What follows belongs to an exercise in optimizing a design on an open flow for small area; a production flow would make more cautious choices.
RTL that was checked went through simulation tests only; none was proved equivalent to the original.
For runs 2 to 4, only the layout was checked, not whether the RTL still works.
Power and IR drop assume default switching activity.

===== run.sh =====
#!/bin/bash
# synth_recipe.tcl (not shown) runs the flow's synth.tcl, then flattens the netlist and writes it again
# the make line also repeats each setting of config.mk as NAME=value (left out here)
make -C /OpenROAD-flow-scripts/flow DESIGN_CONFIG=/design/flow/config.mk WORK_HOME=/design/flow/orfs CLKGATE_MAP_FILE= SYNTH_SCRIPT=/design/flow/synth_recipe.tcl finish

===== config.mk =====
export PLATFORM = sky130hd
export DESIGN_NAME = spmv_mem_port
export DESIGN_NICKNAME = spmv_mem_port
export VERILOG_FILES = /design/flow/design.v
export SDC_FILE = /design/flow/constraint.sdc
export NUM_CORES = 4
export LEC_CHECK = 0
export CAP_MARGIN = 20
export CORE_MARGIN = 2
export CORE_UTILIZATION = 40
export SLEW_MARGIN = 20

===== constraint.sdc =====
create_clock -name core_clock -period 4.0 [get_ports {clk}]
set_input_delay 0.8000 -clock core_clock [delete_from_list [all_inputs] [get_ports {clk}]]
set_output_delay 0.8000 -clock core_clock [all_outputs]
set_load 0.01 [all_outputs]

===== design.v =====
package spmv_mem_pkg;
    localparam int ADDR_W  = 48;
    localparam int DATA_W  = 64;
    localparam int TAG_W   = 3;
    localparam int RDCTL_W = 32;
endpackage
module spmv_sync_fifo #(
    parameter int WIDTH   = 8,
    parameter int DEPTH   = 8,
    parameter int MASK_LO = WIDTH
) (
    input  logic                   clk,
    input  logic                   rst_n,
    input  logic                   push,
    input  logic [WIDTH-1:0]       din,
    input  logic                   pop,
    input  logic                   last_hi_en,
    output logic [WIDTH-1:0]       head,
    output logic [WIDTH-1:0]       last,
    output logic [$clog2(DEPTH):0] count
);
    localparam int AW = $clog2(DEPTH);
    logic [WIDTH-1:0] mem [DEPTH];
    logic [AW-1:0]    wr_ptr;
    logic [AW-1:0]    rd_ptr;
    logic [DEPTH-1:0] rd_sel, last_sel, last_sel_hi;
    always_comb begin
        for (int k = 0; k < DEPTH; k++) begin
            rd_sel[k] = (rd_ptr == AW'(k));
        end
        for (int k = 0; k < DEPTH; k++) begin
            last_sel[k]    = rd_sel[(k + 1) % DEPTH];
            last_sel_hi[k] = last_sel[k] && last_hi_en;
        end
    end
    always_comb begin
        head = '0;
        last = '0;
        for (int k = 0; k < DEPTH; k++) begin
            head = head | (mem[k] & {WIDTH{rd_sel[k]}});
            for (int b = 0; b < WIDTH; b++) begin
                if (b < MASK_LO) last[b] = last[b] | (mem[k][b] & last_sel[k]);
                else             last[b] = last[b] | (mem[k][b] & last_sel_hi[k]);
            end
        end
    end
    always_ff @(posedge clk) begin
        for (int k = 0; k < DEPTH; k++) begin
            if (push && wr_ptr == AW'(k)) mem[k] <= din;
        end
    end
    always_ff @(posedge clk or negedge rst_n) begin
        if (!rst_n) begin
            wr_ptr <= '0;
            rd_ptr <= '0;
            count  <= '0;
        end else begin
            if (push) wr_ptr <= wr_ptr + 1'b1;
            if (pop)  rd_ptr <= rd_ptr + 1'b1;
            case ({push, pop})
                2'b10:   count <= count + 1'b1;
                2'b01:   count <= count - 1'b1;
                default: ;
            endcase
        end
    end
endmodule
import spmv_mem_pkg::*;
module spmv_mem_port #(
    parameter int REQ_DEPTH    = 8,
    parameter int RSP_DEPTH    = 8,
    parameter int STALL_MARGIN = 2
) (
    input  logic               clk,
    input  logic               rst_n,
    input  logic               req_mem_ld,
    input  logic               req_mem_st,
    input  logic [ADDR_W-1:0]  req_mem_addr,
    input  logic [DATA_W-1:0]  req_mem_d_or_tag,
    output logic               req_mem_stall,
    output logic               rsp_mem_push,
    output logic [TAG_W-1:0]   rsp_mem_tag,
    output logic [DATA_W-1:0]  rsp_mem_q,
    input  logic               rsp_mem_stall,
    output logic               mc_req_ld,
    output logic               mc_req_st,
    output logic [ADDR_W-1:0]  mc_req_vadr,
    output logic [DATA_W-1:0]  mc_req_wrd_rdctl,
    input  logic               mc_rd_rq_stall,
    input  logic               mc_wr_rq_stall,
    input  logic               mc_rsp_push,
    input  logic [RDCTL_W-1:0] mc_rsp_rdctl,
    input  logic [DATA_W-1:0]  mc_rsp_data,
    output logic               mc_rsp_stall,
    output logic               idle,
    output logic               err
);
    localparam int RQ_W  = DATA_W + ADDR_W + 1;
    localparam int RQ_HI = ADDR_W + 1 + TAG_W;
    localparam int RS_W  = TAG_W + DATA_W;
    localparam int RQ_CW = $clog2(REQ_DEPTH) + 1;
    localparam int CR_W  = $clog2(RSP_DEPTH) + 1;
    localparam logic [RQ_CW-1:0] STALL_LVL = RQ_CW'(REQ_DEPTH - STALL_MARGIN);
    localparam logic [RQ_CW-1:0] REQ_FULL  = RQ_CW'(REQ_DEPTH);
    localparam logic [CR_W-1:0]  CRED_MAX  = CR_W'(RSP_DEPTH);
    logic [RQ_W-1:0]   req_in, req_head, req_last;
    logic [RS_W-1:0]   rsp_in, rsp_head, rsp_last;
    logic [RQ_CW-1:0]  req_count;
    logic [CR_W-1:0]   rsp_count;
    logic              req_full, req_empty, rsp_empty;
    logic              head_is_st;
    logic [CR_W-1:0]   credits, credits_nxt;
    logic [CR_W:0]     claimed;
    logic [RQ_CW-1:0]  req_left;
    logic              req_one, req_push, req_bad;
    logic              issue_ld, issue_st, issue;
    logic              rsp_ok, rsp_push, rsp_bad, rsp_pop;
    logic              unused_rdctl;
    assign unused_rdctl = ^{mc_rsp_rdctl[RDCTL_W-1:TAG_W], req_head, rsp_head};
    assign req_full  = (req_count == REQ_FULL);
    assign req_empty = (req_count == '0);
    assign rsp_empty = (rsp_count == '0);
    assign req_one  = req_mem_ld ^ req_mem_st;
    assign req_push = req_one && !req_full;
    assign req_bad  = (req_mem_ld && req_mem_st) || (req_one && req_full);
    assign req_in   = {req_mem_d_or_tag[DATA_W-1:TAG_W], req_mem_addr, req_mem_st,
                       req_mem_d_or_tag[TAG_W-1:0]};
    assign req_mem_stall = (req_count >= STALL_LVL);
    assign mc_rsp_stall  = 1'b0;
    spmv_sync_fifo #(.WIDTH(RQ_W), .DEPTH(REQ_DEPTH), .MASK_LO(RQ_HI)) u_req_fifo (
        .clk        (clk),
        .rst_n      (rst_n),
        .push       (req_push),
        .din        (req_in),
        .pop        (issue),
        .last_hi_en (mc_req_st),
        .head       (req_head),
        .last       (req_last),
        .count      (req_count)
    );
    assign head_is_st = req_head[TAG_W];
    assign issue_ld = !req_empty && !head_is_st && !mc_rd_rq_stall && (credits != '0);
    assign issue_st = !req_empty &&  head_is_st && !mc_wr_rq_stall;
    assign issue    = issue_ld || issue_st;
    assign mc_req_vadr      = req_last[TAG_W+1 +: ADDR_W];
    assign mc_req_wrd_rdctl = {req_last[RQ_W-1:RQ_HI], req_last[TAG_W-1:0]};
    assign claimed  = {1'b0, credits} + {1'b0, rsp_count};
    assign rsp_ok   = (claimed < {1'b0, CRED_MAX});
    assign rsp_push = mc_rsp_push && rsp_ok;
    assign rsp_bad  = mc_rsp_push && !rsp_ok;
    assign rsp_in   = {mc_rsp_rdctl[TAG_W-1:0], mc_rsp_data};
    assign rsp_pop  = !rsp_empty && !rsp_mem_stall;
    spmv_sync_fifo #(.WIDTH(RS_W), .DEPTH(RSP_DEPTH)) u_rsp_fifo (
        .clk        (clk),
        .rst_n      (rst_n),
        .push       (rsp_push),
        .din        (rsp_in),
        .pop        (rsp_pop),
        .last_hi_en (1'b1),
        .head       (rsp_head),
        .last       (rsp_last),
        .count      (rsp_count)
    );
    assign rsp_mem_tag = rsp_last[RS_W-1 -: TAG_W];
    assign rsp_mem_q   = rsp_last[DATA_W-1:0];
    always_comb begin
        credits_nxt = credits;
        case ({issue_ld, rsp_pop})
            2'b10:   credits_nxt = credits - 1'b1;
            2'b01:   credits_nxt = credits + 1'b1;
            default: ;
        endcase
    end
    assign req_left = req_count - RQ_CW'(issue);
    always_ff @(posedge clk or negedge rst_n) begin
        if (!rst_n) begin
            credits      <= CRED_MAX;
            err          <= 1'b0;
            idle         <= 1'b1;
            mc_req_ld    <= 1'b0;
            mc_req_st    <= 1'b0;
            rsp_mem_push <= 1'b0;
        end else begin
            credits      <= credits_nxt;
            if (req_bad || rsp_bad) err <= 1'b1;
            idle         <= !req_push && (req_left == '0) && (credits_nxt == CRED_MAX);
            mc_req_ld    <= issue_ld;
            mc_req_st    <= issue_st;
            rsp_mem_push <= rsp_pop;
        end
    end
endmodule

==> summary.md, run 1 <==
| Metric | Value |
|---|---|
| Status | `finished clean` |
| Fin. max-slew vios | `0` |
| Fill cells | `10.8k` |
| Sink Count | `1469` |
| M1 WL | `53.1 mm` |
| DRT Wirelength | `137 mm` |
| GRT overflow | `0` |
| Max cap viols | `0` |
| Critical path startpoint category | `flip-flop` |
| Core ar. | `133000 µm²` |
| Yosys warns | `5` |
| Setup WS pre-CTS | `0.188 ns` |
| Power Dens Cells | `720 nW/µm²` |
| Initial antenna violation count | `30` |
| Cell Area, Synth | `53800 µm²` |
| Synth top area share | `80.4%` |
| CTS root buffer | `clkbuf_16` |
| Dpl cell area | `60600 µm²` |
| Rel. slew slack | `47.7%` |
| Largest net degree at the start of global routing | `85` |
| Critical Path End Type | `primary output` |
| Final Wtd Congestion | `0.762` |
| Commonest non-fill, non-tap cell in the layout | `edfxtp_1` |
| Global Route Usage Sum | `19.5%` |
| Via count | `roughly 29k` |
| Endpoints failing hold | `0` |
| Synth area leaders | `edfxtp_1 (80%), a222oi_1 (5.0%), mux2_2 (4.7%), a22oi_1 (1.8%), dfrtp_1 (1.3%)` |
| CTS tree | `yes` |
| Worst Hold Class | `in2async` |
| Final Cycle Share | `between 90% and 100%` |
| Largest area contributor in the netlist | `edfxtp_1` |
| Synth Register Bits | `1469` |
| Post-synth top flop | `edfxtp_1` |
| Synthesized area per cell | `roughly 20 µm²` |
| Vias per cell | `5.74` |
| Die area | `137000 µm²` |
| Worst Path Required | `3.20 ns` |
| Final WS setup | `0.102 ns` |
| Max Clock Freq | `257 MHz` |
| Post-synth EDFFs | `1440` |
| Number of global-route vias before repair | `29.8k` |
| Uppermost layer routed | `met5` |
| Routed length per instance | `27.2 µm` |
| Final design area excluding fillers | `~66000 µm²` |
| Worst path arrival time | `3.10 ns` |
| Die width | `371 µm` |
| Total CTS buffers | `151` |
| Iteration-0 DRC Markers | `3593` |
| Met2 Routed Length | `about 67 mm` |
| Least-Margin Pin Slew | `0.785 ns` |
| Max VDD drop | `0.561 mV` |
| DIE HEIGHT | `371 µm` |
| Worst skew pair latency | `0.78 ns` |
| Leak | `21.5 nW` |
| Drt pass-1 iters | `8` |
| Library cells used by synthesis | `42` |
| Antenna Nets Post-Route | `0` |
| RSZ-0062 raised after global routing | `yes` |
| Share of the yosys chip area belonging to registers | `81.8%` |
| Detailed-route DRC error count | `0` |
| Cells after Synth | `2679` |
| Critical Path Fanout Max | `79` |
| Number of I/O port buffers | `around 370` |
| Final min period | `between 3 and 4 ns` |
| Hold_buf cts | `0` |
| Starting Density | `approximately two fifths` |
| Global-route wire length before repair | `~200 mm` |
| Dpl hpwl | `73.3 mm` |
| Post-Synthesis Net Count | `2936` |
| Clock-pin slew on the worst setup and hold paths | `0.06 ns` |
| Longest Clk Path Bufs | `3` |
| Syn-to-layout area delta | `22.0%` |
| Layout cells sized above 1 | `roughly 18%` |
| Asr flop ratio synth | `1.97%` |
| Critical path class | `reg2out` |
| Final #Nets | `3395` |
| Met3 wire length | `13.2 mm` |
| I/O Pins | `402` |
| Most frequent cells in the layout | `edfxtp_1 (1440), clkdlybuf4s50_1 (276), a222oi_1 (271), mux2_2 (223), clkbuf_16 (151)` |
| H-tree depth | `4` |
| Row cnt | `between 100 and 150` |
| Setup Viol. Count Final | `0` |
| Layout Skew | `0.0446 ns` |
[worst paths after layout]
check | startpoint | endpoint | slack [ns] | cells past startpoint
setup / recovery | u_rsp_fifo.rd_ptr[2] | rsp_mem_q[24] | 0.10 | 5
hold reg to reg | u_rsp_fifo.count[3] | u_rsp_fifo.count[3] | 0.51 | 1
setup reg to reg | u_req_fifo.rd_ptr[0] | idle | 0.24 | 14
hold / removal | rst_n | u_rsp_fifo.rd_ptr[1] | 0.10 | 1
max in group asynchronous | rst_n | u_rsp_fifo.rd_ptr[2] | 3.33 | 1
min in group core_clock | u_rsp_fifo.count[3] | u_rsp_fifo.count[3] | 0.51 | 1
[repair_timing]
action,CTS,global route
pin swaps,13,15
endpoints found under the setup margin,172,39
gates resized for setup,119,26
setup buffers,3,0
gates cloned,5,0
[cells in the mapped netlist, types with 30 or more instances]
master / count
mux2i_1: 32
a222oi_1: 271
clkbuf_1: 131
o21ai_0: 32
a221oi_1: 44
mux2_2: 223
a22oi_1: 128
a221o_1: 30
ha_1: 38
edfxtp_1: 1440
nand3_1: 62
nand2_1: 78
[power breakdown]
part	switching, mW	internal, mW
combinational	8.20	6.10
clock	5.84	7.50
sequential	0.581	19.0
[stage by stage]
stage               utilization [%]  cells  power (mW)  TNS (ns)  hold slack, ns
CTS                            49.1   5025        47.7  -0.00542          0.0308
global placement               45.4   4745        34.0         0           0.498
detailed placement             45.4   4745        34.3         0           0.501
floorplan                         -   2679        27.0         0           0.470
global route                   49.1   5027        49.3    -0.198           0.112
finish                         49.2   5035        47.2         0           0.100
[sequential cells by signal, indices dropped and copies added, names as in the netlist]
name	flops
credits	4
err	1
idle	1
mc_req_ld	1
mc_req_st	1
rsp_mem_push	1
u_req_fifo.count	4
u_req_fifo.mem	904
u_req_fifo.rd_ptr	3
u_req_fifo.wr_ptr	3
u_rsp_fifo.count	4
u_rsp_fifo.mem	536
u_rsp_fifo.rd_ptr	3
u_rsp_fifo.wr_ptr	3
[critical path, stage by stage, from the launching register on]
cell	delay (ns)
dfrtp_4	0.51
buf_16	0.39
mux2_2	0.40
a222oi_1	0.29
nand2_1	0.16
clkdlybuf4s50_1	0.51
[logic make-up (layout without fill, tap and decap cells)]
family | count (synthesis) | count (layout) | share of synthesized area (%)
flops | 1469 | 1469 | 81.8
compound gates | 517 | 517 | 8.57
mux | 258 | 258 | 5.34
buf+inv | 193 | 771 | 1.41
simple gates | 183 | 183 | 1.64
fa+ha+maj | 41 | 41 | 0.996
xor+xnor | 17 | 17 | 0.277
other cells | 1 | 11 | 0.00697
[per-layer routing]
layer / GRT usage, % / vias up
li1: - / 12400
met1: 24.7 / 15000
met2: 32.6 / 1259
met3: 5.78 / 252
met4: 5.68 / 42
met5: 0 / -
[layout make-up]
class / count / area, µm² / share of cell area (%)
inverters: 23 / 86.3 / 0.132
multi-input cells: 1017 / 9220 / 14.1
well taps: 1768 / 2210 / 3.37
clock inverters: 78 / 827 / 1.26
clock buffers: 194 / 3960 / 6.04
diodes: 10 / 25.0 / 0.0381
flip-flops and latches: 1469 / 44000 / 67.0
repair buffers: 476 / 5310 / 8.09
==> run 2: changes to the inputs <==
--- a/design.v
+++ b/design.v
@@ -22,12 +22,8 @@
     localparam int AW = $clog2(DEPTH);
     logic [WIDTH-1:0] mem [DEPTH];
     logic [AW-1:0]    wr_ptr;
-    logic [AW-1:0]    rd_ptr;
     logic [DEPTH-1:0] rd_sel, last_sel, last_sel_hi;
     always_comb begin
-        for (int k = 0; k < DEPTH; k++) begin
-            rd_sel[k] = (rd_ptr == AW'(k));
-        end
         for (int k = 0; k < DEPTH; k++) begin
             last_sel[k]    = rd_sel[(k + 1) % DEPTH];
             last_sel_hi[k] = last_sel[k] && last_hi_en;
@@ -52,11 +48,11 @@
     always_ff @(posedge clk or negedge rst_n) begin
         if (!rst_n) begin
             wr_ptr <= '0;
-            rd_ptr <= '0;
+            rd_sel <= DEPTH'(1);
             count  <= '0;
         end else begin
             if (push) wr_ptr <= wr_ptr + 1'b1;
-            if (pop)  rd_ptr <= rd_ptr + 1'b1;
+            if (pop)  rd_sel <= {rd_sel[DEPTH-2:0], rd_sel[DEPTH-1]};
             case ({push, pop})
                 2'b10:   count <= count + 1'b1;
                 2'b01:   count <= count - 1'b1;
==> flow/run.sh (new file) <==
#!/bin/bash
# Standard layout with three changes: ports are buffered with buf_1, the clock tree
# uses small clock buffers with larger sink clusters, and CTS adds no dummy loads.
set -euo pipefail
bash standard.sh synth > synth_make.log 2>&1
bash standard.sh finish \
  "BUFFER_PORTS_ARGS=-buffer_cell sky130_fd_sc_hd__buf_1" \
  "CTS_ARGS=-sink_clustering_enable -repair_clock_nets -dont_use_dummy_load -buf_list {sky130_fd_sc_hd__clkbuf_4 sky130_fd_sc_hd__clkbuf_8} -sink_clustering_size 20 -sink_clustering_max_diameter 60" \
  > layout_make.log 2>&1
==> standard.sh (new file) <==
#!/bin/bash
# synth_recipe.tcl (not shown) runs the flow's synth.tcl, then flattens the netlist and writes it again
# the make line also repeats each setting of config.mk as NAME=value (left out here)
make -C /OpenROAD-flow-scripts/flow DESIGN_CONFIG=/design/flow/config.mk WORK_HOME=/design/flow/orfs CLKGATE_MAP_FILE= SYNTH_SCRIPT=/design/flow/synth_recipe.tcl "${@:-finish}"
removed: run.sh
==> run 2 against run 1 <==
  * Worst setup slack better by 0.10 ns
  * First-iteration DRC count down 24%
  * Clock skew up 0.061 ns
  * Fmax up 2.7%
  * Global-route usage down 0.38 points
  * Critical path type unchanged
  * Largest power group unchanged
  * Highest routed layer unchanged
==> summary.md, run 2 <==
| Metric | Value |
|---|---|
| Layout cells sized above 1 | `8.47%` |
| Leak | `17.8 nW` |
| GRT overflow | `0` |
| Postcts setup bufs | `0` |
| Final Wtd Congestion | `0.755` |
| Worst skew pair latency | `0.88 ns` |
| Max cap viols | `0` |
| Final min period | `3.80 ns` |
| Setup Viol. Count Final | `0` |
| Share of the yosys chip area belonging to registers | `83.3%` |
| DRT Wirelength | `133 mm` |
| Yosys warns | `5` |
| Antenna Nets Post-Route | `0` |
| Number of global-route vias before repair | `28.2k` |
| Synthesized area per cell | `19.1 µm²` |
| Core ar. | `132000 µm²` |
| Library cells used by synthesis | `40` |
| Largest area contributor in the netlist | `edfxtp_1` |
| Sink Count | `1479` |
| Commonest non-fill, non-tap cell in the layout | `edfxtp_1` |
| Critical path class | `reg2out` |
| Worst path arrival time | `3.00 ns` |
| Die area | `136000 µm²` |
| Worst Hold Class | `in2async` |
| Die width | `368 µm` |
| CTS root buffer | `clkbuf_8` |
| Cell Area, Synth | `53100 µm²` |
| Iteration-0 DRC Markers | `roughly 2.7k` |
| Layout Skew | `0.106 ns` |
| Global Route Usage Sum | `a little under a fifth` |
| Final design area excluding fillers | `58800 µm²` |
| Synth area leaders | `edfxtp_1 (81%), a22oi_1 (8.4%), a22o_1 (2.0%), dfrtp_1 (1.6%), nand4_1 (1.4%)` |
| Reg with most FFs | `u_req_fifo.mem` |
| Total Neg Setup Slack | `0 ns` |
| Synth Register Bits | `1479` |
| Most frequent cells in the layout | `edfxtp_1 (1440), a22oi_1 (597), buf_1 (370), a22o_1 (122), nand4_1 (118)` |
| Max VDD drop | `0.374 mV` |
| Longest Clk Path Bufs | `3` |
| Via count | `28.5k` |
| Dpl hpwl | `74.6 mm` |
| Post-synth EDFFs | `around 1.4k` |
| Post-synth top flop | `edfxtp_1` |
| Syn-to-layout area delta | `10.8%` |
| Critical Path End Type | `primary output` |
| Global-route wire length before repair | `between 150 and 200 mm` |
| Final Cycle Share | `94.9%` |
| Post-synth top cells | `edfxtp_1 (1440), a22oi_1 (597), clkbuf_1 (139), a22o_1 (122), nand4_1 (118)` |
| Endpoints failing hold | `0` |
| Fin. max-slew vios | `0` |
| CTS tree | `yes` |
| Worst Path Required | `3.20 ns` |
| Critical path startpoint category | `flip-flop` |
| Placed Cells | `4825` |
| Post-Synthesis Net Count | `around 3k` |
| H-tree depth | `3` |
| Drt pass-1 iters | `6` |
| Initial antenna violation count | `12` |
| Max reg flops | `904` |
| Status | `finished clean` |
| Total CTS buffers | `107` |
| Least-Margin Pin Slew | `0.990 ns` |
| Largest net degree at the start of global routing | `84` |
| Synth top area share | `81.4%` |
| Routed length per instance | `26.9 µm` |
| Cells after Synth | `2779` |
| Row cnt | `around 130` |
| Largest registers | `u_req_fifo.mem x904, u_rsp_fifo.mem x536` |
| Starting Density | `between 40 and 50%` |
| Critical Path Fanout Max | `48` |
| DIE HEIGHT | `about 370 µm` |
| Vias per cell | `5.76` |
| Fill cells | `11.4k` |
| I/O Pins | `roughly 400` |
| Final #Nets | `3424` |
| Most common cell in the netlist | `edfxtp_1` |
| RSZ-0062 raised after global routing | `no` |
| Detailed-route DRC error count | `0` |
| Asr flop ratio synth | `under 10%` |
| Clock-pin slew on the worst setup and hold paths | `approximately 0.09 ns` |
| Number of I/O port buffers | `between 300 and 400` |
| Final Non-Filler Cells | `between 4k and 5k` |
| Max Clock Freq | `roughly 260 MHz` |
| Dpl cell area | `around 57000 µm²` |
| Power Dens Cells | `about 500 nW/µm²` |
| Rel. slew slack | `~34%` |
run 2: power by group:
group	leakage, nW	switching, mW	internal [mW]	total [mW]
Combinational	3.55	2.02	0.683	2.70
Clock	0.769	4.44	2.38	6.83
Sequential	13.5	0.494	19.1	19.5
run 2: stage by stage:
step | hold slack, ns | utilization (%) | worst slack [ns] | power, mW
CTS | 0.113 | 44.7 | 0.0429 | 29.3
global placement | 0.474 | 43.5 | 0.752 | 22.5
detailed placement | 0.476 | 43.5 | 0.719 | 22.7
global route | 0.153 | 44.7 | 0.0339 | 30.2
floorplan | 0.475 | - | 0.522 | 21.2
finish | 0.153 | 44.7 | 0.204 | 29.1
run 2: critical path: stages (launching register included):
cell and delay [ns]:
dfrtp_4 0.41, buf_4 0.63, buf_4 0.60, a22oi_1 0.14, nand4_1 0.13, buf_1 0.30
run 2: final cells by class:
| class | instances | area, µm² | area share [%] |
|---|---|---|---|
| antenna | 6 | 15.0 | 0.0255 |
| clock buffer | 107 | 1470 | 2.50 |
| inverter | 19 | 71.3 | 0.121 |
| multi-input combinational | 1103 | 8180 | 13.9 |
| sequential | 1479 | 44300 | 75.3 |
| tap | 1755 | 2200 | 3.73 |
| timing repair buffer | 469 | 2610 | 4.44 |
run 2: repair_timing:
action,4_1_cts,5_1_grt
resized for setup,3,0
endpoints found under the setup margin,29,0
hold buffers,0,0
run 2: cell families after synthesis:
logic type	count (synthesis)	synth area share, %
buffers and inverters	197	1.44
DFF	1479	83.3
muxes	22	0.481
other	1	0.00706
xor gates and xnor gates	11	0.181
and+or+nand+nor	238	2.59
adders and majority gates	29	0.726
AOI/OAI and AO/OA	802	11.3
run 2: layer usage:
metal	GRT usage [%]	vias up	part of all wire [%]
met2	31.1	943	48
met3	3.20	143	6.5
met1	27.0	15000	43
met5	0	-	0.052
li1	-	12300	-
met4	4.77	10	1.8
run 2: path summary, 6_finish.rpt:
path                       slack (ns)  cells past startpoint                  from                     to
max reg2reg                      0.84                     10  u_req_fifo.rd_sel[6]                   idle
max in group asynchronous        3.12                      1                 rst_n   u_req_fifo.rd_sel[1]
min in group core_clock          0.26                      1      req_mem_addr[45]  u_req_fifo.mem[2][49]
min                              0.15                      1                 rst_n   u_req_fifo.rd_sel[3]
max                              0.20                      5  u_req_fifo.rd_sel[4]         mc_req_vadr[3]
min reg2reg                      0.49                      2                   err                    err
==> run 3: changes to the inputs <==
--- a/design.v
+++ b/design.v
@@ -19,14 +19,16 @@
     output logic [WIDTH-1:0]       last,
     output logic [$clog2(DEPTH):0] count
 );
-    localparam int AW = $clog2(DEPTH);
     logic [WIDTH-1:0] mem [DEPTH];
-    logic [AW-1:0]    wr_ptr;
-    logic [DEPTH-1:0] rd_sel, last_sel, last_sel_hi;
+    logic [DEPTH-1:0] wr_sel, wr_sel_n, rd_sel;
+    logic [DEPTH-1:0] last_sel, last_sel_hi;
+    logic [DEPTH-1:0] row_we, row_hold;
     always_comb begin
         for (int k = 0; k < DEPTH; k++) begin
             last_sel[k]    = rd_sel[(k + 1) % DEPTH];
             last_sel_hi[k] = last_sel[k] && last_hi_en;
+            row_we[k]      = push && wr_sel[k];
+            row_hold[k]    = !push || wr_sel_n[k];
         end
     end
     always_comb begin
@@ -40,19 +42,25 @@
             end
         end
     end
-    always_ff @(posedge clk) begin
-        for (int k = 0; k < DEPTH; k++) begin
-            if (push && wr_ptr == AW'(k)) mem[k] <= din;
+    for (genvar k = 0; k < DEPTH; k++) begin : g_row
+        logic [WIDTH-1:0] row;
+        always_ff @(posedge clk) begin
+            row <= (row & {WIDTH{row_hold[k]}}) | (din & {WIDTH{row_we[k]}});
         end
+        assign mem[k] = row;
     end
     always_ff @(posedge clk or negedge rst_n) begin
         if (!rst_n) begin
-            wr_ptr <= '0;
-            rd_sel <= DEPTH'(1);
-            count  <= '0;
+            wr_sel   <= DEPTH'(1);
+            wr_sel_n <= ~DEPTH'(1);
+            rd_sel   <= DEPTH'(1);
+            count    <= '0;
         end else begin
-            if (push) wr_ptr <= wr_ptr + 1'b1;
-            if (pop)  rd_sel <= {rd_sel[DEPTH-2:0], rd_sel[DEPTH-1]};
+            if (push) begin
+                wr_sel   <= {wr_sel[DEPTH-2:0], wr_sel[DEPTH-1]};
+                wr_sel_n <= {wr_sel_n[DEPTH-2:0], wr_sel_n[DEPTH-1]};
+            end
+            if (pop) rd_sel <= {rd_sel[DEPTH-2:0], rd_sel[DEPTH-1]};
             case ({push, pop})
                 2'b10:   count <= count + 1'b1;
                 2'b01:   count <= count - 1'b1;
==> run 3 against run 2 <==
  * Synthesized cell count rose by 72%
  * Final area down 0.92%
  * Critical path depth shrank 1
  * Clock power is 7.0% higher
  * Non-clock buffer count is 23 higher
  * Power fell by 13%
  * First-iteration DRC count up 71%
  * Final cell count up 31%
  * Critical path type unchanged
  * Critical endpoint is now mc_req_wrd_rdctl[9]
==> summary.md, run 3 <==
| Metric | Value |
|---|---|
| Final Wtd Congestion | `0.777` |
| Least-Margin Pin Slew | `approximately 1.2 ns` |
| Layout cells sized above 1 | `6.69%` |
| Commonest non-fill, non-tap cell in the layout | `a22o_1` |
| Total CTS buffers | `around 110` |
| Worst path arrival time | `3.09 ns` |
| Yosys warns | `5` |
| Synthesized area per cell | `11.4 µm²` |
| Number of I/O port buffers | `between 300 and 400` |
| Final min period | `3.89 ns` |
| Endpoints failing hold | `0` |
| Final Cycle Share | `97.2%` |
| Power Dens Cells | `434 nW/µm²` |
| Top delay family on crit path | `buffers and inverters` |
| Share of the yosys chip area belonging to registers | `between 50% and 60%` |
| RSZ-0062 raised after global routing | `no` |
| CTS tree | `yes` |
| Iteration-0 DRC Markers | `4652` |
| Total Neg Setup Slack | `0 ns` |
| Most common cell in the netlist | `a22o_1` |
| I/O Pins | `around 400` |
| Critical path startpoint category | `flip-flop` |
| Hold slack | `about 0.07 ns` |
| Via count | `42.7k` |
| Syn-to-layout area delta | `7.22%` |
| Critical path class | `reg2out` |
| Largest net degree at the start of global routing | `roughly 120` |
| Antenna Nets Post-Route | `0` |
| Hold_buf cts | `0` |
| Slowest stage delay, CP | `0.87 ns` |
| Largest registers | `u_req_fifo.g_row.row x904, u_rsp_fifo.g_row.row x536` |
| Die width | `373 µm` |
| Library cells used by synthesis | `42` |
| Status | `finished clean` |
| Initial antenna violation count | `25` |
| Reg2reg start | `credits[3]` |
| Worst Path Required | `3.20 ns` |
| Clock-pin slew on the worst setup and hold paths | `0.09 ns` |
| Critical Path Fanout Max | `67` |
| Critical Path End Type | `primary output` |
| Leak | `roughly 21 nW` |
| Starting Density | `between 40% and 50%` |
| Most frequent cells in the layout | `a22o_1 (1532), dfxtp_1 (1440), a22oi_1 (628), buf_1 (370), nand4_1 (121)` |
| Synth area leaders | `dfxtp_1 (53%), a22o_1 (25%), a22oi_1 (8.7%), dfrtp_1 (2.6%), clkbuf_1 (2.1%)` |
| Detailed-route DRC error count | `0` |
| DRT Wirelength | `189 mm` |
| Largest area contributor in the netlist | `dfxtp_1` |
| Reg with most FFs | `u_req_fifo.g_row.row` |
| Xor/xnor cell area share of the yosys netlist | `0.145%` |
| Layout Skew | `between 0.1 and 0.15 ns` |
| Die area | `139000 µm²` |
| Post-synth top flop | `dfxtp_1` |
| Crit path buffers/inverters | `2` |
| Synth top area share | `53.0%` |
| Synth Register Bits | `1505` |
| Worst skew pair latency | `0.89 ns` |
| Post-synth EDFFs | `0` |
| Worst Hold Class | `in2async` |
| Routed length per instance | `around 29 µm` |
| Drt pass-1 iters | `6` |
| Synth Area in Simple Gates | `about 2.7%` |
| Asr flop ratio synth | `roughly 4.3%` |
| Cells after Synth | `~4.8k` |
| DIE HEIGHT | `373 µm` |
| Rel. slew slack | `21.3%` |
| Max Clock Freq | `257 MHz` |
| Slowest CP cell | `buf_4` |
| Main combinational cell family by area after synthesis | `compound AO/OA/AOI/OAI gates` |
| Post-synthesis compound-gate area fraction | `between 30% and 40%` |
| Worst r2r dst | `u_rsp_fifo.count[3]` |
| Sink Count | `1505` |
| Post-Synthesis Net Count | `around 5k` |
| CTS root buffer | `clkbuf_8` |
| Global-route wire length before repair | `~280 mm` |
| GRT overflow | `0` |
| Worst reg-to-reg path cell count | `10` |
| Final #Nets | `4926` |
| Max cap viols | `0` |
| Vias per cell | `6.58` |
| Number of global-route vias before repair | `41.7k` |
| Critical path, cell by cell | `buf_4 > a22oi_1 > a41oi_1 > buf_1` |
| Synth Area in Adders | `less than 1%` |
| Max reg flops | `about 900` |
| Dpl hpwl | `around 97 mm` |
| Row cnt | `135` |
| Core ar. | `135000 µm²` |
| R2R Setup Slk | `0.56 ns` |
| Setup Viol. Count Final | `0` |
| Post-synthesis mux area share | `less than 1%` |
| H-tree depth | `3` |
| Longest Clk Path Bufs | `3` |
| Max VDD drop | `0.292 mV` |
| Post-synth top cells | `a22o_1 (1532), dfxtp_1 (1440), a22oi_1 (628), clkbuf_1 (301), buf_1 (226)` |
| Fin. max-slew vios | `0` |
| Cell Area, Synth | `54400 µm²` |
| Global Route Usage Sum | `between 20% and 30%` |
run 3: cell count changes after synthesis, moves of 19 or more:
cell,change
dfxtp_1,+1440
edfxtp_1,-1440
a22o_1,+1410
buf_1,+203
clkbuf_1,+162
buf_2,+124
a22oi_1,+31
buf_6,+27
dfrtp_1,+22
o21ai_0,-20
nand2_1,+19
run 3: worst register-to-register path, cell delays in order, from the launching register on:
cell and delay, ns:
dfstp_2 0.57, ha_1 0.24, nor3_1 0.31, o211a_4 0.43
clkinv_1 0.39, ha_1 0.38, ha_1 0.31, a21o_1 0.18
a21oi_1 0.17, mux2i_1 0.23, xnor2_1 0.13
run 3: area by class of cell:
cell class | count | area, µm²
fillers | 12700 | 76900
flip-flops and latches | 1505 | 30500
multi-input cells | 2569 | 21000
repair buffers | 492 | 2900
well taps | 1781 | 2230
clock buffers | 112 | 1540
inverters | 13 | 48.8
diodes | 14 | 35.0
run 3: through the flow:
stage               std cells  cell area [µm²]  utilization [%]  worst slack, ns  power [mW]
detailed placement       6360            56700             41.9            0.580        18.3
floorplan                4785            54400                -            0.710        17.2
finish                   6486            58300             43.1            0.113        25.3
global route             6482            58300             43.1          0.00194        26.1
global placement         6360            56700             41.9            0.605        18.3
CTS                      6472            58200             43.1           0.0125        25.4
run 3: worst max-delay path by stage:
stage / from / end / slack [ns] / cells past startpoint
after detailed placement: mc_rd_rq_stall / idle / 0.58 / 10
after floorplan: req_mem_ld / u_req_fifo.count[3] / 0.71 / 12
final: u_req_fifo.rd_sel[1] / mc_req_wrd_rdctl[9] / 0.11 / 4
after global routing: u_req_fifo.rd_sel[1] / mc_req_wrd_rdctl[9] / 0.002 / 4
after global placement: credits[3] / u_rsp_fifo.count[3] / 0.60 / 10
after CTS: u_req_fifo.rd_sel[1] / mc_req_wrd_rdctl[9] / 0.01 / 4
run 3: kinds of logic (layout without fill, tap and decap cells):
logic type / Yosys count / after routing
other: 1 / 15
and+or+nand+nor: 257 / 257
AOI/OAI and AO/OA: 2262 / 2262
DFF: 1505 / 1505
adders and majority gates: 17 / 17
xor gates and xnor gates: 9 / 9
muxes: 23 / 23
buffers and inverters: 711 / 617
run 3: layer usage:
metal / track usage, % / part of all wire [%]
met5: 0 / 0.088
met4: 8.38 / 2.8
met3: 5.83 / 8.6
met2: 41.4 / 46
met1: 34.6 / 43
run 3: repair_timing:
item,in CTS,in global routing
pin swaps,0,0
resized for setup,3,3
endpoints found under the setup margin,40,5
buffers inserted,0,0
run 3: power by group:
part / internal [mW] / total [mW] / leakage, nW / switching (mW)
registers: 15.1 / 15.2 / 12.4 / 0.121
clock network: 2.49 / 7.31 / 0.805 / 4.82
logic: 0.654 / 2.78 / 8.26 / 2.13
==> run 4: changes to the inputs <==
--- a/design.v
+++ b/design.v
@@ -20,15 +20,17 @@
     output logic [$clog2(DEPTH):0] count
 );
     logic [WIDTH-1:0] mem [DEPTH];
-    logic [DEPTH-1:0] wr_sel, wr_sel_n, rd_sel;
+    localparam int AW = $clog2(DEPTH);
+    logic [AW-1:0]    wr_ptr, wr_ptr_n;
+    logic [DEPTH-1:0] rd_sel;
     logic [DEPTH-1:0] last_sel, last_sel_hi;
     logic [DEPTH-1:0] row_we, row_hold;
     always_comb begin
         for (int k = 0; k < DEPTH; k++) begin
             last_sel[k]    = rd_sel[(k + 1) % DEPTH];
             last_sel_hi[k] = last_sel[k] && last_hi_en;
-            row_we[k]      = push && wr_sel[k];
-            row_hold[k]    = !push || wr_sel_n[k];
+            row_we[k]      = push && (wr_ptr == AW'(k));
+            row_hold[k]    = !push || (wr_ptr_n != ~AW'(k));
         end
     end
     always_comb begin
@@ -51,14 +53,14 @@
     end
     always_ff @(posedge clk or negedge rst_n) begin
         if (!rst_n) begin
-            wr_sel   <= DEPTH'(1);
-            wr_sel_n <= ~DEPTH'(1);
+            wr_ptr   <= '0;
+            wr_ptr_n <= '1;
             rd_sel   <= DEPTH'(1);
             count    <= '0;
         end else begin
             if (push) begin
-                wr_sel   <= {wr_sel[DEPTH-2:0], wr_sel[DEPTH-1]};
-                wr_sel_n <= {wr_sel_n[DEPTH-2:0], wr_sel_n[DEPTH-1]};
+                wr_ptr   <= wr_ptr + 1'b1;
+                wr_ptr_n <= wr_ptr_n - 1'b1;
             end
             if (pop) rd_sel <= {rd_sel[DEPTH-2:0], rd_sel[DEPTH-1]};
             case ({push, pop})
==> flow/run.sh (replaced) <==
#!/bin/bash
# Standard layout with these changes:
#  - synthesis maps logic with an area-oriented ABC script (flow/area.abc) in
#    place of ORFS's speed script; everything else in the standard flow's synthesis script
#    is unchanged, so the registers are the standard synthesis's;
#  - ports are buffered with buf_1;
#  - the clock tree uses small clock buffers, larger sink clusters, no dummy loads.
set -euo pipefail
W=$PWD
{
  echo "proc abc {args} {"
  echo "  set i [lsearch -exact \$args -script]"
  echo "  if {\$i >= 0} { lset args [expr {\$i + 1}] $W/flow/area.abc }"
  echo "  yosys abc {*}\$args"
  echo "}"
  cat synth_recipe.tcl
} > own_synth.tcl
bash standard.sh synth "SYNTH_SCRIPT=$W/own_synth.tcl" > synth_make.log 2>&1
bash standard.sh finish "SYNTH_SCRIPT=$W/own_synth.tcl" \
  "BUFFER_PORTS_ARGS=-buffer_cell sky130_fd_sc_hd__buf_1" \
  "CTS_ARGS=-sink_clustering_enable -repair_clock_nets -dont_use_dummy_load -buf_list {sky130_fd_sc_hd__clkbuf_4 sky130_fd_sc_hd__clkbuf_8} -sink_clustering_size 16 -sink_clustering_max_diameter 50" \
  > layout_make.log 2>&1
==> flow/area.abc (new file) <==
&get -n
&st
&syn2
&dch -f
&nf -a -R 1000
&put
--- a/config.mk
+++ b/config.mk
@@ -7,5 +7,5 @@
 export LEC_CHECK = 0
 export CAP_MARGIN = 20
 export CORE_MARGIN = 2
-export CORE_UTILIZATION = 40
+export CORE_UTILIZATION = 60
 export SLEW_MARGIN = 20
==> run 4 against run 3 <==
  * Register-to-register slack better by 0.08 ns
  * Via count is 1.4% lower
  * Critical path depth is 1 higher
  * Largest power group unchanged
  * Highest routed layer unchanged
==> summary.md, run 4 <==
| Metric | Value |
|---|---|
| Status | `finished clean` |
| GRT overflow | `0` |
| Least-Margin Pin Slew | `between 1 and 1.5 ns` |
| Final WS setup | `0.109 ns` |
| Cell Area, Synth | `about 50000 µm²` |
| DIE HEIGHT | `between 200 and 300 µm` |
| Final Cycle Share | `97.3%` |
| Row cnt | `106` |
| Total chip power | `45.1 mW` |
| Post-synthesis compound-gate area fraction | `a little over a third` |
| Critical Path End Type | `primary output` |
| Power Dens Cells | `795 nW/µm²` |
| Max reg flops | `904` |
| Max cap viols | `0` |
| Layout Skew | `0.0692 ns` |
| Reg area | `~30000 µm²` |
| GR Util met1 | `49.0%` |
| Leak | `22.7 nW` |
| Endpoints failing hold | `0` |
| Most common cell in the netlist | `a22o_1` |
| Critical path class | `reg2out` |
| Vias per cell | `7.36` |
| RSZ-0062 raised after global routing | `no` |
| Synth Register Bits | `1485` |
| WHS Endpoint | `mc_req_st` |
| DRT Wirelength | `165 mm` |
| Dpl cell area | `54800 µm²` |
| Drt pass-1 iters | `9` |
| Number of global-route vias before repair | `40.9k` |
| Largest net degree at the start of global routing | `approximately 120` |
| Core ar. | `83400 µm²` |
| Global-route wire length before repair | `250 mm` |
| Worst Hold Class | `in2reg` |
| Dpl hpwl | `86.0 mm` |
| Share of the yosys chip area belonging to registers | `between 50 and 60%` |
| Rel. slew slack | `around 21%` |
| Post-synthesis mux area share | `0.379%` |
| Final #Nets | `4883` |
| Cells after Synth | `4017` |
| Setup Viol. Count Final | `0` |
| Critical path startpoint category | `flip-flop` |
| Critical Path Fanout Max | `34` |
| Post-synth top cells | `a22o_1 (1479), dfxtp_1 (1440), a222oi_1 (304), nand2_1 (257), a22oi_1 (158)` |
| Critical path, cell by cell | `and2_0 > buf_4 > a222oi_1 > nand2_1 > buf_1` |
| Most frequent cells in the layout | `a22o_1 (1479), dfxtp_1 (1440), buf_1 (370), a222oi_1 (304), nand2_1 (249)` |
| Die area | `86400 µm²` |
| R2R Setup Slk | `0.64 ns` |
| Placed Cells | `5571` |
| Fin. max-slew vios | `0` |
| Multi-input logic area | `20700 µm²` |
| H-tree depth | `4` |
| Asr flop ratio synth | `just over 3%` |
| Layout cells sized above 1 | `around 6.4%` |
| Global Route Usage Sum | `36.9%` |
| Fill cells | `about 6.4k` |
| GRT busiest layer | `met2` |
| Final Non-Filler Cells | `about 5.7k` |
| Clock-pin slew on the worst setup and hold paths | `0.06 ns` |
| CTS root buffer | `clkbuf_8` |
| Largest registers | `u_req_fifo.g_row.row x904, u_rsp_fifo.g_row.row x536` |
| Library cells used by synthesis | `30` |
| Switching part of the total power | `between 20 and 30%` |
| Main combinational cell family by area after synthesis | `compound AO/OA/AOI/OAI gates` |
| Reg2reg start | `u_req_fifo.rd_sel[5]` |
| Final design area excluding fillers | `56700 µm²` |
| Critical hold path startpoint | `mc_wr_rq_stall` |
| Synthesized area per cell | `roughly 13 µm²` |
| Largest area contributor in the netlist | `dfxtp_1` |
| Hold depth | `2` |
| Max Clock Freq | `257 MHz` |
| Synth Area in Simple Gates | `3.71%` |
| CTS tree | `yes` |
| Final min period | `3.89 ns` |
| Reg with most FFs | `u_req_fifo.g_row.row` |
| Post-synth EDFFs | `0` |
| P_sw | `13.5 mW` |
| Via count | `42.1k` |
| Total CTS buffers | `134` |
| Met2 Usage GRT | `59.1%` |
| Sink Count | `roughly 1.5k` |
| Detailed-route DRC error count | `0` |
| Worst Path Required | `between 3 and 4 ns` |
| Die width | `approximately 300 µm` |
| Post-Synthesis Net Count | `4272` |
| Worst path arrival time | `3.09 ns` |
| Met3 Usage GRT | `under 10%` |
| Postcts setup bufs | `0` |
| Synth area leaders | `dfxtp_1 (57%), a22o_1 (26%), a222oi_1 (6.0%), a22oi_1 (2.4%), nand2_1 (1.9%)` |
| Slowest CP cell | `dfrtp_4` |
| Commonest non-fill, non-tap cell in the layout | `a22o_1` |
| Xor/xnor cell area share of the yosys netlist | `less than 1%` |
| Cell Int Power | `around 32 mW` |
| Number of I/O port buffers | `approximately 370` |
| Worst reg-to-reg path cell count | `10` |
| Slowest stage delay, CP | `about 0.8 ns` |
| Setup WS pre-CTS | `0.637 ns` |
| Post-synth top flop | `dfxtp_1` |
| Starting Density | `60.5%` |
| Clock Power Share | `17.1%` |
| Comb pwr share | `25.4%` |
| Initial antenna violation count | `28` |
| Antenna Nets Post-Route | `0` |
| Syn-to-layout area delta | `12.5%` |
| Yosys warns | `5` |
| Worst skew pair latency | `0.83 ns` |
| Final Wtd Congestion | `0.804` |
| Max VDD drop | `0.437 mV` |
| Synth top area share | `roughly 57%` |
| Worst r2r dst | `idle` |
| Iteration-0 DRC Markers | `5526` |
| Longest Clk Path Bufs | `3` |
| I/O Pins | `402` |
| Routed length per instance | `between 20 and 30 µm` |
| Synth Area in Adders | `1.01%` |
| Sequential power share | `57.5%` |
==> run 4: worst max path at each step <==
stage,startpoint,end,slack (ns),depth (start not counted)
3_3_place_gp,mc_rd_rq_stall,u_req_fifo.count[3],0.68,11
6_report,mc_req_st,mc_req_wrd_rdctl[22],0.11,5
5_1_grt,mc_req_st,mc_req_wrd_rdctl[22],0.03,5
4_1_cts,u_req_fifo.rd_sel[2],mc_req_vadr[4],0.01,5
2_1_floorplan,req_mem_ld,u_req_fifo.g_row[5].row[0],-0.55,4
3_5_place_dp,mc_rd_rq_stall,u_req_fifo.count[3],0.64,11
==> run 4: cell type report <==
| class | instances | area share, % |
|---|---|---|
| antenna | 16 | 0.0706 |
| clock buffer | 134 | 3.25 |
| inverter | 23 | 0.152 |
| multi-input combinational | 2508 | 36.4 |
| sequential | 1485 | 52.9 |
| tap | 1080 | 2.38 |
| timing repair buffer | 476 | 4.84 |
==> run 4: repair_timing <==
item,CTS,global route
hold buffers,1,0
setup endpoints to repair,25,17
resized for setup,2,5
endpoints found under the hold margin,8,0
==> run 4: worst max-delay path: cells and delay by family, from the launching register on <==
family | cells | cell delay [ns]
AOI/OAI and AO/OA | 1 | 0.12
DFF | 1 | 0.82
buffers and inverters | 2 | 0.54
and+or+nand+nor | 2 | 0.83
==> run 4: layer usage <==
layer | part of all wire, % | vias up
li1 | - | 18200
met1 | 40 | 21000
met2 | 46 | 2477
met3 | 11 | 399
met5 | 0.12 | -
met4 | 3.2 | 30
==> run 4: power groups by stage <==
stage | clock network, mW | registers (mW) | logic, mW
2_1_floorplan | 0 | 24.9 | 8.60
3_5_place_dp | 0 | 25.9 | 11.4
3_3_place_gp | 0 | 25.8 | 10.9
6_report | 7.71 | 26.0 | 11.5
5_1_grt | 8.33 | 26.6 | 12.4
4_1_cts | 7.78 | 25.7 | 11.4
==> run 4: stage by stage <==
step	hold WS, ns	util, %	setup TNS [ns]
floorplan	0.441	-	-247.42
global placement	0.455	65.7	0
detailed placement	0.454	65.7	0
CTS	0.209	68.0	0
global route	0.252	68.0	0
finish	0.258	68.0	0
==> run 4: cells by family after synthesis <==
group	Yosys count
other cells	1
fa+ha+maj	39
flops	1485
buf+inv	24
simple gates	430
compound gates	2002
mux	17
xor+xnor	19
==> run 5: changes to the inputs <==
--- a/design.v
+++ b/design.v
@@ -21,16 +21,19 @@
 );
     logic [WIDTH-1:0] mem [DEPTH];
     localparam int AW = $clog2(DEPTH);
-    logic [AW-1:0]    wr_ptr, wr_ptr_n;
+    logic [AW-1:0]    wr_ptr, wr_ptr_n, rd_ptr;
     logic [DEPTH-1:0] rd_sel;
     logic [DEPTH-1:0] last_sel, last_sel_hi;
     logic [DEPTH-1:0] row_we, row_hold;
     always_comb begin
         for (int k = 0; k < DEPTH; k++) begin
+            rd_sel[k]      = (rd_ptr == AW'(k));
+        end
+        for (int k = 0; k < DEPTH; k++) begin
             last_sel[k]    = rd_sel[(k + 1) % DEPTH];
             last_sel_hi[k] = last_sel[k] && last_hi_en;
             row_we[k]      = push && (wr_ptr == AW'(k));
-            row_hold[k]    = !push || (wr_ptr_n != ~AW'(k));
+            row_hold[k]    = !push || (wr_ptr_n != AW'(DEPTH - 1 - k));
         end
     end
     always_comb begin
@@ -55,14 +58,14 @@
         if (!rst_n) begin
             wr_ptr   <= '0;
             wr_ptr_n <= '1;
-            rd_sel   <= DEPTH'(1);
+            rd_ptr   <= '0;
             count    <= '0;
         end else begin
             if (push) begin
                 wr_ptr   <= wr_ptr + 1'b1;
                 wr_ptr_n <= wr_ptr_n - 1'b1;
             end
-            if (pop) rd_sel <= {rd_sel[DEPTH-2:0], rd_sel[DEPTH-1]};
+            if (pop) rd_ptr <= rd_ptr + 1'b1;
             case ({push, pop})
                 2'b10:   count <= count + 1'b1;
                 2'b01:   count <= count - 1'b1;
--- a/config.mk
+++ b/config.mk
@@ -7,5 +7,5 @@
 export LEC_CHECK = 0
 export CAP_MARGIN = 20
 export CORE_MARGIN = 2
-export CORE_UTILIZATION = 60
+export CORE_UTILIZATION = 45
 export SLEW_MARGIN = 20
==> run 5 against run 4 <==
  * Critical path depth rose by 3
  * Synthesized cell count fell by 4.0%
  * Worst setup slack got worse by 0.015 ns
  * Synthesized area fell by 1.4%
  * Wire length rose by 8.8%
  * Worst hold slack got worse by 0.15 ns
  * Die area rose by 31%
  * Non-clock buffer count rose by 23
  * Sequential share of layout area fell by 0.85 points
  * Core utilization fell by 16 points
  * Critical path type unchanged
  * Critical endpoint is now mc_req_wrd_rdctl[62]
  * Largest cell class unchanged
==> summary.md, run 5 <==
| Metric | Value |
|---|---|
| Critical Path End Type | `primary output` |
| Max cap viols | `0` |
| Detailed-route DRC error count | `0` |
| Drt pass-1 iters | `8` |
| Library cells used by synthesis | `31` |
| Top delay family on crit path | `simple AND/OR/NAND/NOR gates` |
| Max VDD drop | `0.470 mV` |
| Total chip power | `52.6 mW` |
| Post-synth EDFFs | `0` |
| Via count | `41.7k` |
| Critical path, cell by cell | `inv_2 > ha_2 > nor2b_4 > buf_4 > and2_2 > a222oi_1 > nand3_1 > clkbuf_2` |
| Least-Margin Pin Slew | `1.19 ns` |
| Worst path arrival time | `3.11 ns` |
| DRT Wirelength | `179 mm` |
| Final Cycle Share | `97.7%` |
| Dpl hpwl | `92.5 mm` |
| Power Dens Cells | `between 900 and 1000 nW/µm²` |
| Global Route Usage Sum | `30.1%` |
| Largest registers | `u_req_fifo.g_row.row x904, u_rsp_fifo.g_row.row x536` |
| Max reg flops | `904` |
| H-tree depth | `4` |
| Cell Area, Synth | `49800 µm²` |
| Total CTS buffers | `141` |
| Cells after Synth | `approximately 3.9k` |
| CTS tree | `yes` |
| RSZ-0062 raised after global routing | `no` |
| Slowest stage delay, CP | `0.47 ns` |
| Final min period | `3.91 ns` |
| Initial antenna violation count | `30` |
| Post-Synthesis Net Count | `between 4k and 5k` |
| Post-synth top cells | `a22o_1 (1440), dfxtp_1 (1440), a222oi_1 (358), nand3_1 (187), a22oi_1 (180)` |
| Antenna Nets Post-Route | `0` |
| Critical Path Fanout Max | `13` |
| Number of global-route vias before repair | `39.7k` |
| Worst Hold Class | `in2async` |
| Clock-pin slew on the worst setup and hold paths | `0.07 ns` |
| Fin. max-slew vios | `0` |
| Worst skew pair latency | `0.88 ns` |
| Synth Area in Adders | `under 10%` |
| Iteration-0 DRC Markers | `6729` |
| Worst r2r dst | `u_req_fifo.count[3]` |
| R2R Setup Slk | `between 0.4 and 0.5 ns` |
| Worst Path Required | `~3.2 ns` |
| Layout cells sized above 1 | `7.77%` |
| DIE HEIGHT | `~340 µm` |
| Longest Clk Path Bufs | `3` |
| Rel. slew slack | `20.7%` |
| Layout Skew | `approximately 0.08 ns` |
| Leak | `22.5 nW` |
| Synth top area share | `between 50 and 60%` |
| Reg with most FFs | `u_req_fifo.g_row.row` |
| Max Clock Freq | `256 MHz` |
| Final #Nets | `about 4.8k` |
| Sink Count | `roughly 1.5k` |
| Setup Viol. Count Final | `0` |
| Xor/xnor cell area share of the yosys netlist | `0.370%` |
| Yosys warns | `5` |
| Status | `finished clean` |
| Reg2reg start | `u_req_fifo.rd_ptr[0]` |
| Routed length per instance | `29.8 µm` |
| Endpoints failing hold | `0` |
| Asr flop ratio synth | `2.37%` |
| Global-route wire length before repair | `261 mm` |
| Post-synthesis compound-gate area fraction | `35.6%` |
| Starting Density | `between 40% and 50%` |
| Synth Area in Simple Gates | `2.74%` |
| Main combinational cell family by area after synthesis | `compound AO/OA/AOI/OAI gates` |
| Final Wtd Congestion | `roughly 0.78` |
| Die area | `113000 µm²` |
| Vias per cell | `6.94` |
| Row cnt | `122` |
| Synthesized area per cell | `about 13 µm²` |
| Hold_buf cts | `0` |
| Number of I/O port buffers | `371` |
| Post-synth top flop | `dfxtp_1` |
| Largest area contributor in the netlist | `dfxtp_1` |
| Post-synthesis mux area share | `less than 1%` |
| CTS root buffer | `clkbuf_8` |
| Largest net degree at the start of global routing | `86` |
| Total Neg Setup Slack | `0 ns` |
| GRT overflow | `0` |
| Die width | `337 µm` |
| Share of the yosys chip area belonging to registers | `about three fifths` |
| Critical path startpoint category | `flip-flop` |
| Syn-to-layout area delta | `14.7%` |
| Critical path class | `reg2out` |
| Crit path buffers/inverters | `3` |
| Synth Register Bits | `1475` |
| Core ar. | `110000 µm²` |
| I/O Pins | `roughly 400` |
| Slowest CP cell | `and2_2` |
| Worst reg-to-reg path cell count | `15` |
| Synth area leaders | `dfxtp_1 (58%), a22o_1 (25%), a222oi_1 (7.2%), a22oi_1 (2.7%), nand3_1 (1.9%)` |
| Most frequent cells in the layout | `a22o_1 (1440), dfxtp_1 (1440), buf_1 (367), a222oi_1 (358), a22oi_1 (180)` |
## run 5: changes by cell type after synthesis, moves of 17 or more
cell,delta
nand3_1,+77
nand4_1,-17
a222oi_1,+54
a22o_1,-39
a221oi_1,-37
a22oi_1,+22
nand2_1,-235
## run 5: power by group
part           total (mW)  switching (mW)  internal, mW
clock network        7.97            4.83          3.14
logic                18.8            9.99          8.85
registers            25.8            3.91          21.9
total                52.6            18.7          33.9
## run 5: how the worst max path moves through the flow
| stage | start | slack, ns | end | depth (start not counted) |
|---|---|---|---|---|
| floorplan | req_mem_ld | -0.40 | u_req_fifo.g_row[4].row[0] | 6 |
| CTS | u_req_fifo.rd_ptr[1] | -0.05 | mc_req_wrd_rdctl[0] | 7 |
| global placement | u_req_fifo.rd_ptr[0] | 0.24 | u_req_fifo.count[3] | 16 |
| finish | u_req_fifo.rd_ptr[0] | 0.09 | mc_req_wrd_rdctl[62] | 8 |
| detailed placement | u_req_fifo.rd_ptr[0] | 0.25 | u_req_fifo.count[3] | 16 |
| global route | u_req_fifo.rd_ptr[1] | 0.005 | mc_req_wrd_rdctl[35] | 7 |
## run 5: repair_timing
item | in CTS | in global routing
pin swaps | 5 | 5
gates resized for setup | 11 | 19
setup buffers | 2 | 2
cloned | 4 | 3
endpoints found under the setup margin | 58 | 81
## run 5: layout make-up
cell class,instances,area [µm²]
antenna,18,45.0
clock buffer,141,1940
fill,9784,53100
inverter,27,101
multi-input combinational,2360,20400
sequential,1475,29700
tap,1488,1860
timing repair buffer,499,3060
## run 5: kinds of logic after synthesis
kind of cell             Yosys count
AND/OR/NAND/NOR                  271
buffers and inverters             28
XOR/XNOR                          21
flip-flops                      1475
multiplexers                       1
adder cells (fa/ha/maj)           51
AO/OA/AOI/OAI                   2008
other                              1
## run 5: metal layers
metal	part of all wire [%]	global-route usage (%)	up-vias
met5	0.097	0	-
met4	2.8	10.6	28
met3	9.8	6.28	305
met1	44	43.5	21100
li1	-	-	18000
met2	43	44.4	2275
## run 5: metrics by stage
| stage | utilization, % | area (µm²) | worst slack [ns] | hold slack, ns | cells |
|---|---|---|---|---|---|
| after floorplan | - | 49800 | -0.400 | 0.441 | 3856 |
| after global placement | 49.8 | 54900 | 0.244 | 0.454 | 5838 |
| after detailed placement | 49.8 | 54900 | 0.247 | 0.454 | 5838 |
| after CTS | 51.7 | 57000 | -0.0462 | 0.0581 | 5985 |
| after global routing | 51.8 | 57100 | 0.00459 | 0.116 | 6001 |
| final | 51.8 | 57100 | 0.0939 | 0.106 | 6008 |
==> run 6: changes to the inputs <==
--- a/flow/run.sh
+++ b/flow/run.sh
@@ -18,5 +18,5 @@
 bash standard.sh synth "SYNTH_SCRIPT=$W/own_synth.tcl" > synth_make.log 2>&1
 bash standard.sh finish "SYNTH_SCRIPT=$W/own_synth.tcl" \
   "BUFFER_PORTS_ARGS=-buffer_cell sky130_fd_sc_hd__buf_1" \
-  "CTS_ARGS=-sink_clustering_enable -repair_clock_nets -dont_use_dummy_load -buf_list {sky130_fd_sc_hd__clkbuf_4 sky130_fd_sc_hd__clkbuf_8} -sink_clustering_size 16 -sink_clustering_max_diameter 50" \
+  "CTS_ARGS=-sink_clustering_enable -repair_clock_nets -dont_use_dummy_load -buf_list {sky130_fd_sc_hd__clkbuf_16} -sink_clustering_size 30 -sink_clustering_max_diameter 60" \
   > layout_make.log 2>&1
==> run 6 against run 5 <==
  * Final area rose by 1.3%
  * Sequential cell count did not move
  * Combinational power barely moved
  * Largest cell class unchanged
  * Core utilization rose by 0.65 points
  * Clock-buffer cell count fell by 29
  * Wire length fell by 1.3%
==> summary.md, run 6 <==
| Metric | Value |
|---|---|
| DRT Wirelength | `approximately 180 mm` |
| DIE HEIGHT | `337 µm` |
| Cell Area, Synth | `49800 µm²` |
| Fin. max-slew vios | `0` |
| Asr flop ratio synth | `2.37%` |
| Postcts setup bufs | `0` |
| Placed Cells | `slightly below 6k` |
| CTS root buffer | `clkbuf_16` |
| Reg with most FFs | `u_req_fifo.g_row.row` |
| Slowest CP cell | `and2_2` |
| Met3 wire length | `17.5 mm` |
| CTS tree | `yes` |
| Global-route wire length before repair | `259 mm` |
| Most frequent cells in the layout | `a22o_1 (1440), dfxtp_1 (1440), buf_1 (368), a222oi_1 (358), a22oi_1 (180)` |
| Layout Skew | `0.0938 ns` |
| Worst path arrival time | `around 3 ns` |
| Hold slack | `0.250 ns` |
| Post-Synthesis Net Count | `4123` |
| Final design area excluding fillers | `about 58000 µm²` |
| Top delay family on crit path | `simple AND/OR/NAND/NOR gates` |
| Leak | `22.8 nW` |
| Antenna Nets Post-Route | `0` |
| Dpl cell area | `roughly 55000 µm²` |
| Worst Path Required | `3.20 ns` |
| Largest area contributor in the netlist | `dfxtp_1` |
| Dpl hpwl | `92.5 mm` |
| Cells after Synth | `~3.9k` |
| GRT overflow | `0` |
| Syn-to-layout area delta | `16.2%` |
| Worst Hold Class | `in2async` |
| Uppermost layer routed | `met5` |
| Share of the yosys chip area belonging to registers | `59.7%` |
| RSZ-0062 raised after global routing | `yes` |
| Synth Register Bits | `1475` |
| H-tree depth | `3` |
| Status | `finished clean` |
| Final #Nets | `4734` |
| Iteration-0 DRC Markers | `6626` |
| Power Dens Cells | `940 nW/µm²` |
| Core ar. | `approximately 110000 µm²` |
| Largest net degree at the start of global routing | `86` |
| Die width | `337 µm` |
| Synth area leaders | `dfxtp_1 (58%), a22o_1 (25%), a222oi_1 (7.2%), a22oi_1 (2.7%), nand3_1 (1.9%)` |
| Library cells used by synthesis | `31` |
| Met2 Routed Length | `77.8 mm` |
| Critical path class | `reg2out` |
| Final WS setup | `0.108 ns` |
| Final Cycle Share | `97.3%` |
| Total chip power | `54.4 mW` |
| Critical path, cell by cell | `ha_1 > ha_2 > and2_2 > a222oi_1 > nand3_1 > buf_1` |
| Starting Density | `45.2%` |
| Worst skew pair latency | `0.74 ns` |
| Hold_buf cts | `0` |
| Largest registers | `u_req_fifo.g_row.row x904, u_rsp_fifo.g_row.row x536` |
| Final min period | `3.89 ns` |
| Final Util | `52.5%` |
| Post-synth top flop | `dfxtp_1` |
| Crit path buffers/inverters | `1` |
| Max reg flops | `approximately 900` |
| Drt pass-1 iters | `10` |
| Vias per cell | `6.94` |
| Critical Path End Type | `primary output` |
| Routed length per instance | `29.6 µm` |
| Critical Path Fanout Max | `30` |
| Longest Clk Path Bufs | `3` |
| Detailed-route DRC error count | `0` |
| Max cap viols | `0` |
| Post-synth EDFFs | `0` |
| Number of global-route vias before repair | `between 30k and 40k` |
| M1 WL | `77.3 mm` |
| Final Non-Filler Cells | `approximately 6.0k` |
| Via count | `just over 40k` |
| Yosys warns | `5` |
| Total Neg Setup Slack | `0 ns` |
| Setup WS pre-CTS | `roughly 0.25 ns` |
| Synthesized area per cell | `about 13 µm²` |
| Sink Count | `1475` |
| Post-synth top cells | `a22o_1 (1440), dfxtp_1 (1440), a222oi_1 (358), nand3_1 (187), a22oi_1 (180)` |
| Total CTS buffers | `112` |
| Max VDD drop | `0.497 mV` |
| Endpoints failing hold | `0` |
| Rel. slew slack | `21.1%` |
| Synth top area share | `between 50% and 60%` |
| Global Route Usage Sum | `between 20% and 30%` |
| Number of I/O port buffers | `approximately 370` |
| Slowest stage delay, CP | `0.83 ns` |
| Layout cells sized above 1 | `approximately 6.9%` |
| Final Wtd Congestion | `0.776` |
| Least-Margin Pin Slew | `1.18 ns` |
| Max Clock Freq | `257 MHz` |
| Row cnt | `122` |
| Initial antenna violation count | `25` |
| Setup Viol. Count Final | `0` |
| Critical path startpoint category | `flip-flop` |
| I/O Pins | `between 400 and 500` |
| Die area | `roughly 110000 µm²` |
| Clock-pin slew on the worst setup and hold paths | `about 0.090 ns` |
==> run 6: cell count changes in the layout (fill, tap and decap cells not counted), moves of 2 or more <==
cell / delta
clkbuf_8: -142
inv_2: -2
and2_4: -2
buf_12: -2
clkbuf_16: +112
clkinv_1: +2
diode_2: -2
buf_6: -4
buf_4: +5
clkbuf_2: -2
buf_8: -2
==> run 6: power by group <==
| group | leakage, nW | internal [mW] | switching (mW) |
|---|---|---|---|
| clock network | 1.38 | 4.90 | 4.98 |
| registers | 12.4 | 21.9 | 3.90 |
| logic | 9.00 | 8.79 | 9.90 |
| total | 22.8 | 35.6 | 18.8 |
==> run 6: worst reg2reg max path, stage by stage, from the launching register on <==
cell      delay, ns
dfrtp_1        0.38
clkinv_1       0.15
ha_1           0.28
a221oi_1       0.30
a21oi_1        0.08
a221o_1        0.29
a221oi_1       0.36
nor3_1         0.11
or2_1          0.35
ha_1           0.28
ha_1           0.28
a21o_1         0.16
a21oi_1        0.18
xnor2_1        0.14
nor2_1         0.06
xor2_1         0.14
==> run 6: metal layers <==
| layer | vias to the layer above | global-route usage [%] |
|---|---|---|
| met5 | - | 0 |
| met4 | 24 | 8.52 |
| met3 | 244 | 5.68 |
| met2 | 2181 | 44.4 |
| met1 | 21100 | 43.1 |
| li1 | 17900 | - |
==> run 6: layout make-up <==
class                   instances  area, µm²
fillers                      9652      52400
flip-flops and latches       1475      29700
multi-input cells            2356      20300
repair buffers                495       2960
clock buffers                 112       2800
well taps                    1488       1860
inverters                      27        101
diodes                         16       40.0
==> run 6: worst paths after layout <==
kind	from	endpoint	slack (ns)	cells past startpoint
max in group asynchronous	rst_n	mc_req_st	3.07	1
min	rst_n	rsp_mem_push	0.25	1
max reg2reg	u_req_fifo.rd_ptr[0]	u_req_fifo.count[3]	0.34	15
min in group core_clock	u_rsp_fifo.g_row[7].row[53]	u_rsp_fifo.g_row[7].row[53]	0.47	1
max	u_req_fifo.rd_ptr[0]	mc_req_wrd_rdctl[29]	0.11	6
min reg2reg	u_rsp_fifo.g_row[7].row[53]	u_rsp_fifo.g_row[7].row[53]	0.47	1
==> run 6: timing repair <==
| action | CTS | global route |
|---|---|---|
| pin swaps | 1 | 4 |
| gates cloned | 0 | 3 |
| resized for setup | 2 | 9 |
| setup endpoints to repair | 3 | 31 |
==> run 6: logic make-up (layout without fill, tap and decap cells) <==
logic type / count (synthesis) / count (layout) / synth area share, %
AO/OA/AOI/OAI: 2008 / 2008 / 35.6
multiplexers: 1 / 1 / 0.0226
XOR/XNOR: 21 / 21 / 0.370
other: 1 / 17 / 0.00753
buffers and inverters: 28 / 634 / 0.219
adder cells (fa/ha/maj): 51 / 51 / 1.33
AND/OR/NAND/NOR: 271 / 274 / 2.74
flip-flops: 1475 / 1475 / 59.7

separate check: timing with driven ports:
Ports are ideal in the flow. The routed layouts listed here were re-timed in OpenROAD. Step 1, drivers: a clkbuf_16 drives clk and a buf_2 each remaining input, both assumed. Step 2 adds t to the input delays and takes it off the output delays; t is the mean of the earliest and latest rising clock arrival at the registers after step 1. Input paths then give back, and output paths get back, about the clock's delay inside the block. a / b / c = ideal ports / drivers / drivers and shift; a / b = the first two.
| run | t, ns | slack for setup (ns) | worst setup path after step 2 | worst register clock-pin slew, ns | worst slew at a driven data input, ns |
|---|---|---|---|---|---|
| run 1 | 0.842 | 0.102 / 0.030 / 0.162 | input to register | 0.06 / 0.06 | 0.21 |
| run 2 | 0.875 | 0.204 / 0.134 / 0.625 | input to register | 0.12 / 0.12 | 0.13 |
| run 3 | 0.917 | 0.113 / 0.044 / 0.530 | input to register | 0.12 / 0.12 | 0.16 |
| run 4 | 0.868 | 0.109 / 0.032 / 0.596 | input to register | 0.10 / 0.10 | 0.15 |
| run 5 | 0.905 | 0.094 / 0.023 / 0.422 | register to register | 0.10 / 0.10 | 0.13 |
| run 6 | 0.764 | 0.108 / 0.034 / 0.340 | register to register | 0.10 / 0.10 | 0.16 |
After both steps setup and hold are still met in every run listed.
